Source: an optimization exercise on an open RTL-to-GDS flow (aim: small area). Production flows keep margins and buffers that such runs may drop. Only simulation tests tie the RTL to the original design; equivalence was not proved. Power figures rest on the tool's default switching activity, not on a simulated workload.

Design bp_top, start of the top module:
module bp_top (
	input logic clk,
	input logic rst_n,
	input bp_pkg::alu_op_t i_alu_op,
	input bp_pkg::pc_t i_pc,
	input bp_pkg::pc_t i_imm,
	input logic i_resolve,
	input logic i_taken,
	output logic o_pred_taken,
	output bp_pkg::pc_t o_next_pc
);
Size in the first run: about 2,200 cells after synthesis, ~690 flip-flops, ~110 I/O pins, about 29,000 µm² of cells after synthesis.
==> flow/config.mk <==
export PLATFORM = sky130hd
export DESIGN_NAME = bp_top
export DESIGN_NICKNAME = bp_top
export VERILOG_FILES = /design/flow/design.v
export SDC_FILE = /design/flow/constraint.sdc
export NUM_CORES = 4
export LEC_CHECK = 0
export CAP_MARGIN = 5
export CORE_MARGIN = 2
export CORE_UTILIZATION = 55
export CTS_BUF_LIST = sky130_fd_sc_hd__clkbuf_16
export CTS_CLUSTER_DIAMETER = 80
export CTS_CLUSTER_SIZE = 30
export GPL_TIMING_DRIVEN = 0
export SETUP_SLACK_MARGIN = 0.05
export SLEW_MARGIN = 5
export SYNTH_HIERARCHICAL = 1
==> flow/constraint.sdc <==
create_clock -name core_clock -period 7.0 [get_ports {clk}]
set_input_delay 1.4000 -clock core_clock [delete_from_list [all_inputs] [get_ports {clk}]]
set_output_delay 1.4000 -clock core_clock [all_outputs]
set_load 0.01 [all_outputs]
standard.sh (not shown) runs the stock make flow with config.mk's settings and CLKGATE_MAP_FILE= SYNTH_SCRIPT=/design/flow/synth_recipe.tcl, a recipe that flattens the netlist after the stock synthesis.
==> flow/flow/run.sh <==
#!/bin/bash
# Standard ORFS layout with three changes: yosys/abc buffers are removed at floorplan
# (repair_design re-buffers what needs it), ports get the smallest buffer cell, and
# CTS adds no dummy loads. Each tool's output stays in orfs/logs; make's own output
# goes to standard.log.
set -euo pipefail
export REMOVE_ABC_BUFFERS=1
export RECOVER_POWER=100
export POST_GLOBAL_ROUTE_TCL="$PWD/flow/post_grt.tcl"
export BUFFER_PORTS_ARGS="-buffer_cell sky130_fd_sc_hd__buf_1"
export CTS_ARGS="-sink_clustering_enable -repair_clock_nets -sink_clustering_size 30 -sink_clustering_max_diameter 80 -buf_list sky130_fd_sc_hd__clkbuf_16 -dont_use_dummy_load"
bash standard.sh > standard.log 2>&1
==> flow/flow/post_grt.tcl <==
# After power recovery has downsized gates with slack, fix any slew or load
# that the downsizing pushed over the limits, then setup timing again.
global_route -start_incremental
repair_design -slew_margin 5 -cap_margin 5 -match_cell_footprint -verbose
detailed_placement
global_route -end_incremental
estimate_parasitics -global_routing
global_route -start_incremental
repair_timing -setup -setup_margin 0.05 -match_cell_footprint -verbose
detailed_placement
global_route -end_incremental
estimate_parasitics -global_routing
The first run completed with no timing, DRC or antenna violations.
==> next run, changes <==
--- a/flow/flow/post_grt.tcl
+++ b/flow/flow/post_grt.tcl
@@ -8,3 +8,3 @@
 global_route -start_incremental
-repair_timing -setup -setup_margin 0.05 -match_cell_footprint -verbose
+repair_timing -setup -setup_margin 0.02 -match_cell_footprint -verbose
 detailed_placement
--- a/flow/config.mk
+++ b/flow/config.mk
@@ -9,3 +9,3 @@
 export CORE_MARGIN = 2
-export CORE_UTILIZATION = 55
+export CORE_UTILIZATION = 65
 export CTS_BUF_LIST = sky130_fd_sc_hd__clkbuf_16
@@ -14,3 +14,3 @@
 export GPL_TIMING_DRIVEN = 0
-export SETUP_SLACK_MARGIN = 0.05
+export SETUP_SLACK_MARGIN = 0.02
 export SLEW_MARGIN = 5
Outcome: Wire length is lower by 3.1%. Register-to-register slack gets worse by 0.13 ns. Global-route usage is higher by 3.9 points. Die area is lower by 15%. Non-clock buffer count is lower by 10. Worst hold slack is about the same. First-iteration DRC count is higher by 29%. Area after synthesis does not change. Clock power is lower by about 9%. Total power is lower by 2.7%.
==> next run, changes <==
--- a/flow/flow/run.sh
+++ b/flow/flow/run.sh
@@ -7,4 +7,2 @@
 export REMOVE_ABC_BUFFERS=1
-export RECOVER_POWER=100
-export POST_GLOBAL_ROUTE_TCL="$PWD/flow/post_grt.tcl"
 export BUFFER_PORTS_ARGS="-buffer_cell sky130_fd_sc_hd__buf_1"
--- a/flow/config.mk
+++ b/flow/config.mk
@@ -9,3 +9,3 @@
 export CORE_MARGIN = 2
-export CORE_UTILIZATION = 65
+export CORE_UTILIZATION = 60
 export CTS_BUF_LIST = sky130_fd_sc_hd__clkbuf_16
@@ -14,3 +14,3 @@
 export GPL_TIMING_DRIVEN = 0
-export SETUP_SLACK_MARGIN = 0.02
+export SETUP_SLACK_MARGIN = 0.05
 export SLEW_MARGIN = 5
removed: flow/flow/post_grt.tcl
What happened:
- The changed run completed without violations
- fmax rose by 1.7%
- via count shrinks by 0.56%
- cell count is higher by 1.4%
- design area rises by 1.1%
- clock skew went up by 0.025 ns
- total power rose by 2.1%
- global-route usage shrinks by 0.96 points
- die area climbs by 8.2%
- combinational power came out higher by about 1%
- wire length came out higher by 2.5%
==> next run, changes <==
--- a/flow/flow/run.sh
+++ b/flow/flow/run.sh
@@ -7,4 +7,6 @@
 export REMOVE_ABC_BUFFERS=1
+export RECOVER_POWER=100
+export POST_GLOBAL_ROUTE_TCL="$PWD/flow/post_grt.tcl"
 export BUFFER_PORTS_ARGS="-buffer_cell sky130_fd_sc_hd__buf_1"
-export CTS_ARGS="-sink_clustering_enable -repair_clock_nets -sink_clustering_size 30 -sink_clustering_max_diameter 80 -buf_list sky130_fd_sc_hd__clkbuf_16 -dont_use_dummy_load"
+export CTS_ARGS="-sink_clustering_enable -repair_clock_nets -sink_clustering_size 34 -sink_clustering_max_diameter 75 -buf_list sky130_fd_sc_hd__clkbuf_16 -dont_use_dummy_load"
 bash standard.sh > standard.log 2>&1
==> flow/flow/post_grt.tcl (new file) <==
# After power recovery has downsized gates with slack, fix any slew or load
# that the downsizing pushed over the limits, then setup timing again.
global_route -start_incremental
repair_design -slew_margin 5 -cap_margin 5 -match_cell_footprint -verbose
detailed_placement
global_route -end_incremental
estimate_parasitics -global_routing
global_route -start_incremental
repair_timing -setup -setup_margin 0.05 -match_cell_footprint -verbose
detailed_placement
global_route -end_incremental
estimate_parasitics -global_routing
Outcome: Sequential share of layout area goes up by 0.32 points. Fmax goes down by 0.80%. Sequential power is about the same. Combinational power goes down by about 2%. Via count goes down by 0.57%. Worst hold slack hardly moves. Design area goes down by 0.52%. Clock-buffer cell count goes up by 1. Total power goes down by 0.51%. Routed wire length stays flat. Non-clock buffer count goes down by 2.
==> next run, changes <==
--- a/flow/flow/run.sh
+++ b/flow/flow/run.sh
@@ -10,3 +10,3 @@
 export BUFFER_PORTS_ARGS="-buffer_cell sky130_fd_sc_hd__buf_1"
-export CTS_ARGS="-sink_clustering_enable -repair_clock_nets -sink_clustering_size 34 -sink_clustering_max_diameter 75 -buf_list sky130_fd_sc_hd__clkbuf_16 -dont_use_dummy_load"
+export CTS_ARGS="-sink_clustering_enable -repair_clock_nets -sink_clustering_size 30 -sink_clustering_max_diameter 80 -buf_list sky130_fd_sc_hd__clkbuf_16 -dont_use_dummy_load"
 bash standard.sh > standard.log 2>&1
--- a/flow/flow/post_grt.tcl
+++ b/flow/flow/post_grt.tcl
@@ -8,3 +8,3 @@
 global_route -start_incremental
-repair_timing -setup -setup_margin 0.05 -match_cell_footprint -verbose
+repair_timing -setup -setup_margin 0.02 -match_cell_footprint -verbose
 detailed_placement
--- a/flow/config.mk
+++ b/flow/config.mk
@@ -9,3 +9,3 @@
 export CORE_MARGIN = 2
-export CORE_UTILIZATION = 60
+export CORE_UTILIZATION = 68
 export CTS_BUF_LIST = sky130_fd_sc_hd__clkbuf_16
@@ -14,3 +14,3 @@
 export GPL_TIMING_DRIVEN = 0
-export SETUP_SLACK_MARGIN = 0.05
+export SETUP_SLACK_MARGIN = 0.02
 export SLEW_MARGIN = 5
Effect: Setup slack gets worse by 0.054 ns. Die area drops by 12%. Cell area is about the same. Wire length came out lower by 2.0%. Sequential cell count does not change. Final cell count shrinks by 1.4%.
==> next run, changes <==
--- a/flow/flow/post_grt.tcl
+++ b/flow/flow/post_grt.tcl
@@ -8,3 +8,3 @@
 global_route -start_incremental
-repair_timing -setup -setup_margin 0.02 -match_cell_footprint -verbose
+repair_timing -setup -setup_margin 0.05 -match_cell_footprint -verbose
 detailed_placement
--- a/flow/config.mk
+++ b/flow/config.mk
@@ -9,3 +9,3 @@
 export CORE_MARGIN = 2
-export CORE_UTILIZATION = 68
+export CORE_UTILIZATION = 65
 export CTS_BUF_LIST = sky130_fd_sc_hd__clkbuf_16
@@ -14,3 +14,4 @@
 export GPL_TIMING_DRIVEN = 0
-export SETUP_SLACK_MARGIN = 0.02
+export PLACE_DENSITY = 0.8
+export SETUP_SLACK_MARGIN = 0.05
 export SLEW_MARGIN = 5
Result:
- count of clock-buffer cells in the layout drops by 4
- utilization drops by 3.1 points
- hold slack improved by 0.0092 ns
- worst setup slack improved by 0.017 ns
- synthesized cell count is unchanged
- area after synthesis stays the same
- global-route usage drops by 1.5 points
- final cell count hardly moves

* * *

## north
The RTL this note starts from:
==> flow/design.v <==
`timescale 1ns/1ps
package bp_pkg;
	typedef logic [5:0] alu_op_t;
	localparam alu_op_t OP_BEQ = 6'b001011;
	localparam alu_op_t OP_BLT = 6'b001100;
	localparam alu_op_t OP_BGE = 6'b001101;
	localparam int PC_W = 32;
	typedef logic [PC_W-1:0] pc_t;
	localparam int MAX_IDX_W = 8;
	localparam int TAG_W = 4;
	localparam int MAX_HIST = 32;
	typedef logic [1:0] ctr2_t;
	localparam ctr2_t BASE_INIT = 2'd2;
	typedef logic [2:0] ctr3_t;
	localparam ctr3_t CTR3_TAKEN_MIN = 3'd4;
	localparam ctr3_t ALLOC_TAKEN = 3'd4;
	localparam ctr3_t ALLOC_NOT_TAKEN = 3'd3;
	typedef enum logic [1:0] {
		PROV_BASE = 2'd0,
		PROV_T1 = 2'd1,
		PROV_T2 = 2'd2
	} provider_e;
	typedef struct packed {
		logic valid;
		logic [TAG_W-1:0] tag;
		ctr3_t ctr;
	} tage_entry_t;
	typedef struct packed {
		logic hit;
		ctr3_t ctr;
	} tag_lookup_t;
	typedef struct packed {
		logic valid;
		logic [MAX_IDX_W-1:0] base_idx;
		logic [MAX_IDX_W-1:0] t1_idx;
		logic [TAG_W-1:0] t1_tag;
		logic [MAX_IDX_W-1:0] t2_idx;
		logic [TAG_W-1:0] t2_tag;
		provider_e provider;
		logic pred_taken;
		ctr3_t prov_ctr;
	} branch_rec_t;
	function automatic ctr2_t ctr2_next(input ctr2_t c, input logic up);
		if (up && (c != 2'd3))
			ctr2_next = c + 2'd1;
		else if (!up && (c != 2'd0))
			ctr2_next = c - 2'd1;
		else
			ctr2_next = c;
	endfunction
	function automatic ctr3_t ctr3_next(input ctr3_t c, input logic up);
		if (up && (c != 3'd7))
			ctr3_next = c + 3'd1;
		else if (!up && (c != 3'd0))
			ctr3_next = c - 3'd1;
		else
			ctr3_next = c;
	endfunction
	function automatic logic [MAX_IDX_W-1:0] fold_hist(input logic [MAX_HIST-1:0] hist,
			input int len, input int width);
		logic [MAX_IDX_W-1:0] res;
		res = '0;
		for (int i = 0; i < MAX_HIST; i++) begin
			if (i < len)
				res[i % width] = res[i % width] ^ hist[i];
		end
		fold_hist = res;
	endfunction
endpackage
`timescale 1ns/1ps
`timescale 1ns/1ps
`timescale 1ns/1ps
`timescale 1ns/1ps
`timescale 1ns/1ps
`timescale 1ns/1ps
module bp_top (
	input logic clk,
	input logic rst_n,
	input bp_pkg::alu_op_t i_alu_op,
	input bp_pkg::pc_t i_pc,
	input bp_pkg::pc_t i_imm,
	input logic i_resolve,
	input logic i_taken,
	output logic o_pred_taken,
	output bp_pkg::pc_t o_next_pc
);
	logic [15:0] hist_q;
	logic [1:0] base_q [64];
	logic [31:0] t1_v_q;
	logic [3:0] t1_tag_q [32];
	logic [2:0] t1_ctr_q [32];
	logic [31:0] t2_v_q;
	logic [3:0] t2_tag_q [32];
	logic [2:0] t2_ctr_q [32];
	logic rec_v_q;
	logic [5:0] rec_base_idx_q;
	logic [4:0] rec_t1_idx_q;
	logic [3:0] rec_t1_tag_q;
	logic [4:0] rec_t2_idx_q;
	logic [3:0] rec_t2_tag_q;
	logic rec_p1_q;    
	logic rec_p2_q;    
	logic [2:0] rec_ctr_q;
	logic [4:0] f1_idx, f2_idx;
	logic [3:0] f1_tag, f2_tag;
	assign f1_idx = {hist_q[4], hist_q[3], hist_q[2] ^ hist_q[7], hist_q[1] ^ hist_q[6],
		hist_q[0] ^ hist_q[5]};
	assign f1_tag = {hist_q[3] ^ hist_q[7], hist_q[2] ^ hist_q[6], hist_q[1] ^ hist_q[5],
		hist_q[0] ^ hist_q[4]};
	assign f2_idx = {hist_q[4] ^ hist_q[9] ^ hist_q[14],
		hist_q[3] ^ hist_q[8] ^ hist_q[13],
		hist_q[2] ^ hist_q[7] ^ hist_q[12],
		hist_q[1] ^ hist_q[6] ^ hist_q[11],
		hist_q[0] ^ hist_q[5] ^ hist_q[10] ^ hist_q[15]};
	assign f2_tag = {hist_q[3] ^ hist_q[7] ^ hist_q[11] ^ hist_q[15],
		hist_q[2] ^ hist_q[6] ^ hist_q[10] ^ hist_q[14],
		hist_q[1] ^ hist_q[5] ^ hist_q[9] ^ hist_q[13],
		hist_q[0] ^ hist_q[4] ^ hist_q[8] ^ hist_q[12]};
	logic [5:0] base_idx;
	logic [4:0] t1_idx, t2_idx;
	logic [3:0] t1_tag, t2_tag;
	assign base_idx = i_pc[7:2];
	assign t1_idx = i_pc[6:2] ^ f1_idx;
	assign t2_idx = i_pc[6:2] ^ f2_idx;
	assign t1_tag = i_pc[10:7] ^ f1_tag;
	assign t2_tag = i_pc[10:7] ^ f2_tag;
	logic [1:0] base_rd;
	logic [2:0] t1_ctr, t2_ctr;
	logic t1_hit, t2_hit;
	assign base_rd = base_q[base_idx];
	assign t1_ctr = t1_ctr_q[t1_idx];
	assign t2_ctr = t2_ctr_q[t2_idx];
	assign t1_hit = t1_v_q[t1_idx] && (t1_tag_q[t1_idx] == t1_tag);
	assign t2_hit = t2_v_q[t2_idx] && (t2_tag_q[t2_idx] == t2_tag);
	logic is_branch;
	logic prov_dir;
	logic [2:0] prov_ctr;
	assign is_branch = (i_alu_op == bp_pkg::OP_BEQ) || (i_alu_op == bp_pkg::OP_BLT) ||
		(i_alu_op == bp_pkg::OP_BGE);
	always_comb begin
		if (t2_hit)
			prov_ctr = t2_ctr;
		else if (t1_hit)
			prov_ctr = t1_ctr;
		else
			prov_ctr = {1'b0, ~base_rd[1], base_rd[0]};
	end
	assign prov_dir = (t2_hit || t1_hit) ? prov_ctr[2] : prov_ctr[1];
	assign o_pred_taken = is_branch && prov_dir;
	assign o_next_pc = o_pred_taken ? (i_pc + i_imm) : i_pc;
	logic upd, rec_dir, mispred;
	logic base_we, t1_we, t2_we;
	logic [1:0] base_wd;
	logic [2:0] t1_wd, t2_wd;
	logic [2:0] alloc_ctr;
	logic [2:0] step3;
	logic [1:0] step2;
	assign upd = i_resolve && rec_v_q;
	assign rec_dir = (rec_p1_q || rec_p2_q) ? rec_ctr_q[2] : rec_ctr_q[1];
	assign mispred = rec_dir != i_taken;
	assign alloc_ctr = i_taken ? 3'd4 : 3'd3;
	assign step3 = bp_pkg::ctr3_next(rec_ctr_q, i_taken);
	assign step2 = bp_pkg::ctr2_next(rec_ctr_q[1:0], i_taken);
	assign base_we = upd && !rec_p1_q && !rec_p2_q;
	assign t1_we = upd && (rec_p1_q || (!rec_p2_q && mispred));
	assign t2_we = upd && (rec_p2_q || (rec_p1_q && mispred));
	assign base_wd = {~step2[1], step2[0]};
	assign t1_wd = rec_p1_q ? step3 : alloc_ctr;
	assign t2_wd = rec_p2_q ? step3 : alloc_ctr;
	always_ff @(posedge clk or negedge rst_n) begin
		if (!rst_n) begin
			for (int i = 0; i < 64; i++)
				base_q[i] <= 2'd0;
		end else if (base_we) begin
			base_q[rec_base_idx_q] <= base_wd;
		end
	end
	always_ff @(posedge clk or negedge rst_n) begin
		if (!rst_n) begin
			t1_v_q <= '0;
			t2_v_q <= '0;
		end else begin
			for (int i = 0; i < 32; i++) begin
				if (t1_we && (rec_t1_idx_q == 5'(i)))
					t1_v_q[i] <= 1'b1;
				if (t2_we && (rec_t2_idx_q == 5'(i)))
					t2_v_q[i] <= 1'b1;
			end
		end
	end
	always_ff @(posedge clk) begin
		if (t1_we) begin
			t1_tag_q[rec_t1_idx_q] <= rec_t1_tag_q;
			t1_ctr_q[rec_t1_idx_q] <= t1_wd;
		end
		if (t2_we) begin
			t2_tag_q[rec_t2_idx_q] <= rec_t2_tag_q;
			t2_ctr_q[rec_t2_idx_q] <= t2_wd;
		end
	end
	always_ff @(posedge clk or negedge rst_n) begin
		if (!rst_n)
			hist_q <= '0;
		else if (i_resolve)
			hist_q <= {hist_q[14:0], i_taken};
	end
	always_ff @(posedge clk or negedge rst_n) begin
		if (!rst_n)
			rec_v_q <= 1'b0;
		else if (is_branch)
			rec_v_q <= 1'b1;
		else if (i_resolve)
			rec_v_q <= 1'b0;
	end
	always_ff @(posedge clk) begin
		if (is_branch) begin
			rec_base_idx_q <= base_idx;
			rec_t1_idx_q <= t1_idx;
			rec_t1_tag_q <= t1_tag;
			rec_t2_idx_q <= t2_idx;
			rec_t2_tag_q <= t2_tag;
			rec_p1_q <= t1_hit && !t2_hit;
			rec_p2_q <= t2_hit;
			rec_ctr_q <= prov_ctr;
		end
	end
endmodule
export LEC_CHECK = 0
export CAP_MARGIN = 0
export CORE_MARGIN = 2
export CORE_UTILIZATION = 60
export CTS_BUF_LIST = sky130_fd_sc_hd__clkbuf_16
export CTS_CLUSTER_DIAMETER = 80
export CTS_CLUSTER_SIZE = 30
export GPL_TIMING_DRIVEN = 0
export SETUP_SLACK_MARGIN = 0.05
export SLEW_MARGIN = 0
create_clock -name core_clock -period 7.0 [get_ports {clk}]
==> flow/flow/run.sh <==
#!/bin/bash
# Standard ORFS layout with three changes: yosys/abc buffers are removed at floorplan
# (repair_design re-buffers what needs it), ports get the smallest buffer cell, and
# CTS adds no dummy loads. Each tool's output stays in orfs/logs; make's own output
# goes to standard.log.
set -euo pipefail
export REMOVE_ABC_BUFFERS=1
export BUFFER_PORTS_ARGS="-buffer_cell sky130_fd_sc_hd__buf_1"
export CTS_ARGS="-sink_clustering_enable -repair_clock_nets -sink_clustering_size 20 -sink_clustering_max_diameter 50 -buf_list sky130_fd_sc_hd__clkbuf_8 -dont_use_dummy_load"
bash standard.sh > standard.log 2>&1
Input-level comparison between south and north:
- changing CORE_UTILIZATION from 60 to 55
- changing SETUP_SLACK_MARGIN from 0.05 to 0
- removing CTS_CLUSTER_SIZE (formerly 30)
- changing SLEW_MARGIN from 0 to 20
- removing CTS_CLUSTER_DIAMETER (formerly 80)
- changing CAP_MARGIN from 0 to 20
- removing GPL_TIMING_DRIVEN (formerly 0)
- changing CTS_BUF_LIST from sky130_fd_sc_hd__clkbuf_16 to sky130_fd_sc_hd__clkbuf_4 sky130_fd_sc_hd__clkbuf_8
==> flow/run.sh (new file) <==
#!/bin/bash
# synth_recipe.tcl (not shown) runs the flow's synth.tcl, then flattens the netlist and writes it again
# the make line also repeats each setting of config.mk as NAME=value (left out here)
make -C /OpenROAD-flow-scripts/flow DESIGN_CONFIG=/design/flow/config.mk WORK_HOME=/design/flow/orfs CLKGATE_MAP_FILE= SYNTH_SCRIPT=/design/flow/synth_recipe.tcl finish
removed: flow/flow/run.sh
removed: flow/standard.sh
### Flow results
- Of the two values seen for cell with the biggest individual delay on the critical path, clkdlybuf4s50_1 was produced by south and mux4_2 by north.
- Re sequential share of power: south is 5.6 points down on north.
- Total buffers and inverters traversed by the critical path in south is 1 higher than in north
- Fmax of south falls short of that of north slightly.
- In south the clock buffer and inverter area fraction after layout turned out 4.0 points higher than in north.
- Going from north to south, first-pass GRT wire length grew by 6.5%; worst setup slack saw a decrease; flip-flop and latch count has remained practically unchanged; post-route cell area now larger; share of synthesized area spent on multiplexers ~0 delta.
- Clock period minus final worst setup slack for south: 0.053 ns up relative to north
Relative to south, the following input files were edited for east:
- CTS_BUF_LIST removed (was sky130_fd_sc_hd__clkbuf_4 sky130_fd_sc_hd__clkbuf_8)
- SLEW_MARGIN changed from 20 to 0
- GPL_TIMING_DRIVEN newly set to 0
- CAP_MARGIN changed from 20 to 0
- CORE_UTILIZATION changed from 55 to 70
- SETUP_SLACK_MARGIN changed from 0 to 0.05
==> flow/flow/run.sh (new file) <==
#!/bin/bash
# Standard ORFS layout with three changes: yosys/abc buffers are removed at floorplan
# (repair_design re-buffers what needs it), ports get the smallest buffer cell, and
# CTS adds no dummy loads. Each tool's output stays in orfs/logs; make's own output
# goes to standard.log.
set -euo pipefail
export REMOVE_ABC_BUFFERS=1
export BUFFER_PORTS_ARGS="-buffer_cell sky130_fd_sc_hd__buf_1"
export CTS_ARGS="-sink_clustering_enable -repair_clock_nets -sink_clustering_size 40 -sink_clustering_max_diameter 60 -buf_list sky130_fd_sc_hd__clkbuf_16 -dont_use_dummy_load"
bash standard.sh > standard.log 2>&1
==> flow/standard.sh (new file) <==
#!/bin/bash
# synth_recipe.tcl (not shown) runs the flow's synth.tcl, then flattens the netlist and writes it again
# the make line also repeats each setting of config.mk as NAME=value (left out here)
make -C /OpenROAD-flow-scripts/flow DESIGN_CONFIG=/design/flow/config.mk WORK_HOME=/design/flow/orfs CLKGATE_MAP_FILE= SYNTH_SCRIPT=/design/flow/synth_recipe.tcl "${@:-finish}"
removed: flow/run.sh
Results
- Worst voltage drop across the vdd grid, south and east, lower one = east.
- east vs south — clock-buffer cell count dropped by more than half
- The faster design of the two is east; south tops out lower.
- Delta (east minus south): die footprint went down 21%; buffer count excluding the clock tree in the final layout down about 46%; portion of total power attributed to the clock network lost 7.5 points.
- The capturing instance or port of the critical path comes out o_next_pc[31] in one run and o_next_pc[7] in the other, namely in east and south respectively.
diff inputs: east => west
- swapping 70 for 60 in CORE_UTILIZATION
- swapping 0 for 20 in SLEW_MARGIN
- putting CTS_BUF_LIST at sky130_fd_sc_hd__clkbuf_16 where nothing was set
- putting CTS_CLUSTER_SIZE at 30 where nothing was set
- swapping 0 for 20 in CAP_MARGIN
- putting CTS_CLUSTER_DIAMETER at 80 where nothing was set
-- flow/flow/run.sh --
<<< east, line 8
export BUFFER_PORTS_ARGS="-buffer_cell sky130_fd_sc_hd__buf_1"
export CTS_ARGS="-sink_clustering_enable -repair_clock_nets -sink_clustering_size 40 -sink_clustering_max_diameter 60 -buf_list sky130_fd_sc_hd__clkbuf_16 -dont_use_dummy_load"
>>> west, line 8
export BUFFER_PORTS_ARGS="-buffer_cell sky130_fd_sc_hd__buf_2"
export CTS_ARGS="-sink_clustering_enable -repair_clock_nets -sink_clustering_size 30 -sink_clustering_max_diameter 80 -buf_list sky130_fd_sc_hd__clkbuf_16 -dont_use_dummy_load"
Notes after the runs:
Comparing east and west, number of buffers inserted to repair setup after CTS is lower on east. west: all stages complete, timing, DRC and antenna checks passed. The run showing the smaller total of plain and repair buffers excluding clock buffers is east. Global-route total usage across every layer was lower in the run labelled west. met3 demand-to-capacity share in global routing in west is 1.3 points lower than in east. Summary of west over east: flip-flop and latch count comparable, worst-case hold slack has remained practically unchanged, power of the combinational group went up about 3%, worst ir drop on vdd increased by 0.081 mV relative to the old numbers.
The following lists how middle was set up differently from west:
- CTS_CLUSTER_SIZE no longer set, was 30
- CTS_CLUSTER_DIAMETER no longer set, was 80
- GPL_TIMING_DRIVEN no longer set, was 0
- CTS_BUF_LIST no longer set, was sky130_fd_sc_hd__clkbuf_16
- SETUP_SLACK_MARGIN now 0, was 0.05
- CORE_UTILIZATION now 40, was 60
==> flow/run.sh (new file) <==
#!/bin/bash
# synth_recipe.tcl (not shown) runs the flow's synth.tcl, then flattens the netlist and writes it again
# the make line also repeats each setting of config.mk as NAME=value (left out here)
make -C /OpenROAD-flow-scripts/flow DESIGN_CONFIG=/design/flow/config.mk WORK_HOME=/design/flow/orfs CLKGATE_MAP_FILE= SYNTH_SCRIPT=/design/flow/synth_recipe.tcl finish
removed: flow/flow/run.sh
removed: flow/standard.sh
Results
- middle closes out successfully: all stages finished, all timing, DRC and antenna checks passed.
- middle against west: aggregate global-route resource usage shows a reduction of 7.6 points, post-route cell area grew by about 9%, final total power picked up an extra 16%, fmax went down, post-route fraction of the period consumed by the critical path rose by 1.3 points.
- Note that the post-CTS resize count recorded for middle amounts to 0.52 times the value seen in west.
- Run comparison: middle slowest cell on the critical path mux4_2; west slowest cell on the critical path xnor3_4
- Number of levels the H-tree was split into: middle vs west up 2
- Between west and middle, the cell count went up.

afterwards: timing with drivers on the ports:
Ports are ideal in the flow. The routed layouts listed here were re-timed in OpenROAD. Step 1 (the two cells are an assumption about what drives the block):
set clk [get_ports {clk}]
set_driving_cell -lib_cell sky130_fd_sc_hd__clkbuf_16 $clk
set_driving_cell -lib_cell sky130_fd_sc_hd__buf_2 [delete_from_list [all_inputs] $clk]
Step 2 moves the port delays by t, midway between the first and last clock arrival at a register: inputs arrive t later, outputs are due t later. That takes back most of the time a late clock gives input paths. Slacks: ideal / step 1 / step 2; pairs: ideal / step 1.
| run | shift t [ns] | slack for setup (ns) | worst register clock-pin slew, ns |
|---|---|---|---|
| the first run of note 1 | 0.613 | 0.183 / 0.157 / 0.157 | 0.11 / 0.11 |
| the second run of note 1 | 0.651 | 0.084 / 0.030 / 0.053 | 0.11 / 0.11 |
| the third run of note 1 | 0.608 | 0.200 / 0.178 / 0.178 | 0.11 / 0.11 |
| the fourth run of note 1 | 0.611 | 0.145 / 0.123 / 0.123 | 0.12 / 0.12 |
| the fifth run of note 1 | 0.602 | 0.091 / 0.066 / 0.066 | 0.11 / 0.11 |
| the sixth run of note 1 | 0.657 | 0.109 / 0.085 / 0.085 | 0.11 / 0.11 |
| north | 0.746 | 0.163 / 0.015 / 0.015 | 0.11 / 0.11 |
| south | 0.774 | 0.110 / 0.082 / 0.082 | 0.07 / 0.07 |
| east | 0.641 | 0.132 / 0.012 / 0.012 | 0.11 / 0.11 |
| west | 0.671 | 0.151 / 0.028 / 0.028 | 0.12 / 0.12 |
| middle | 0.682 | 0.060 / 0.024 / 0.024 | 0.06 / 0.06 |
After both steps setup and hold are still met in every run listed. The setup slack of north, which loses most, moves by -0.148 ns with the drivers and by -0.148 ns with both steps.
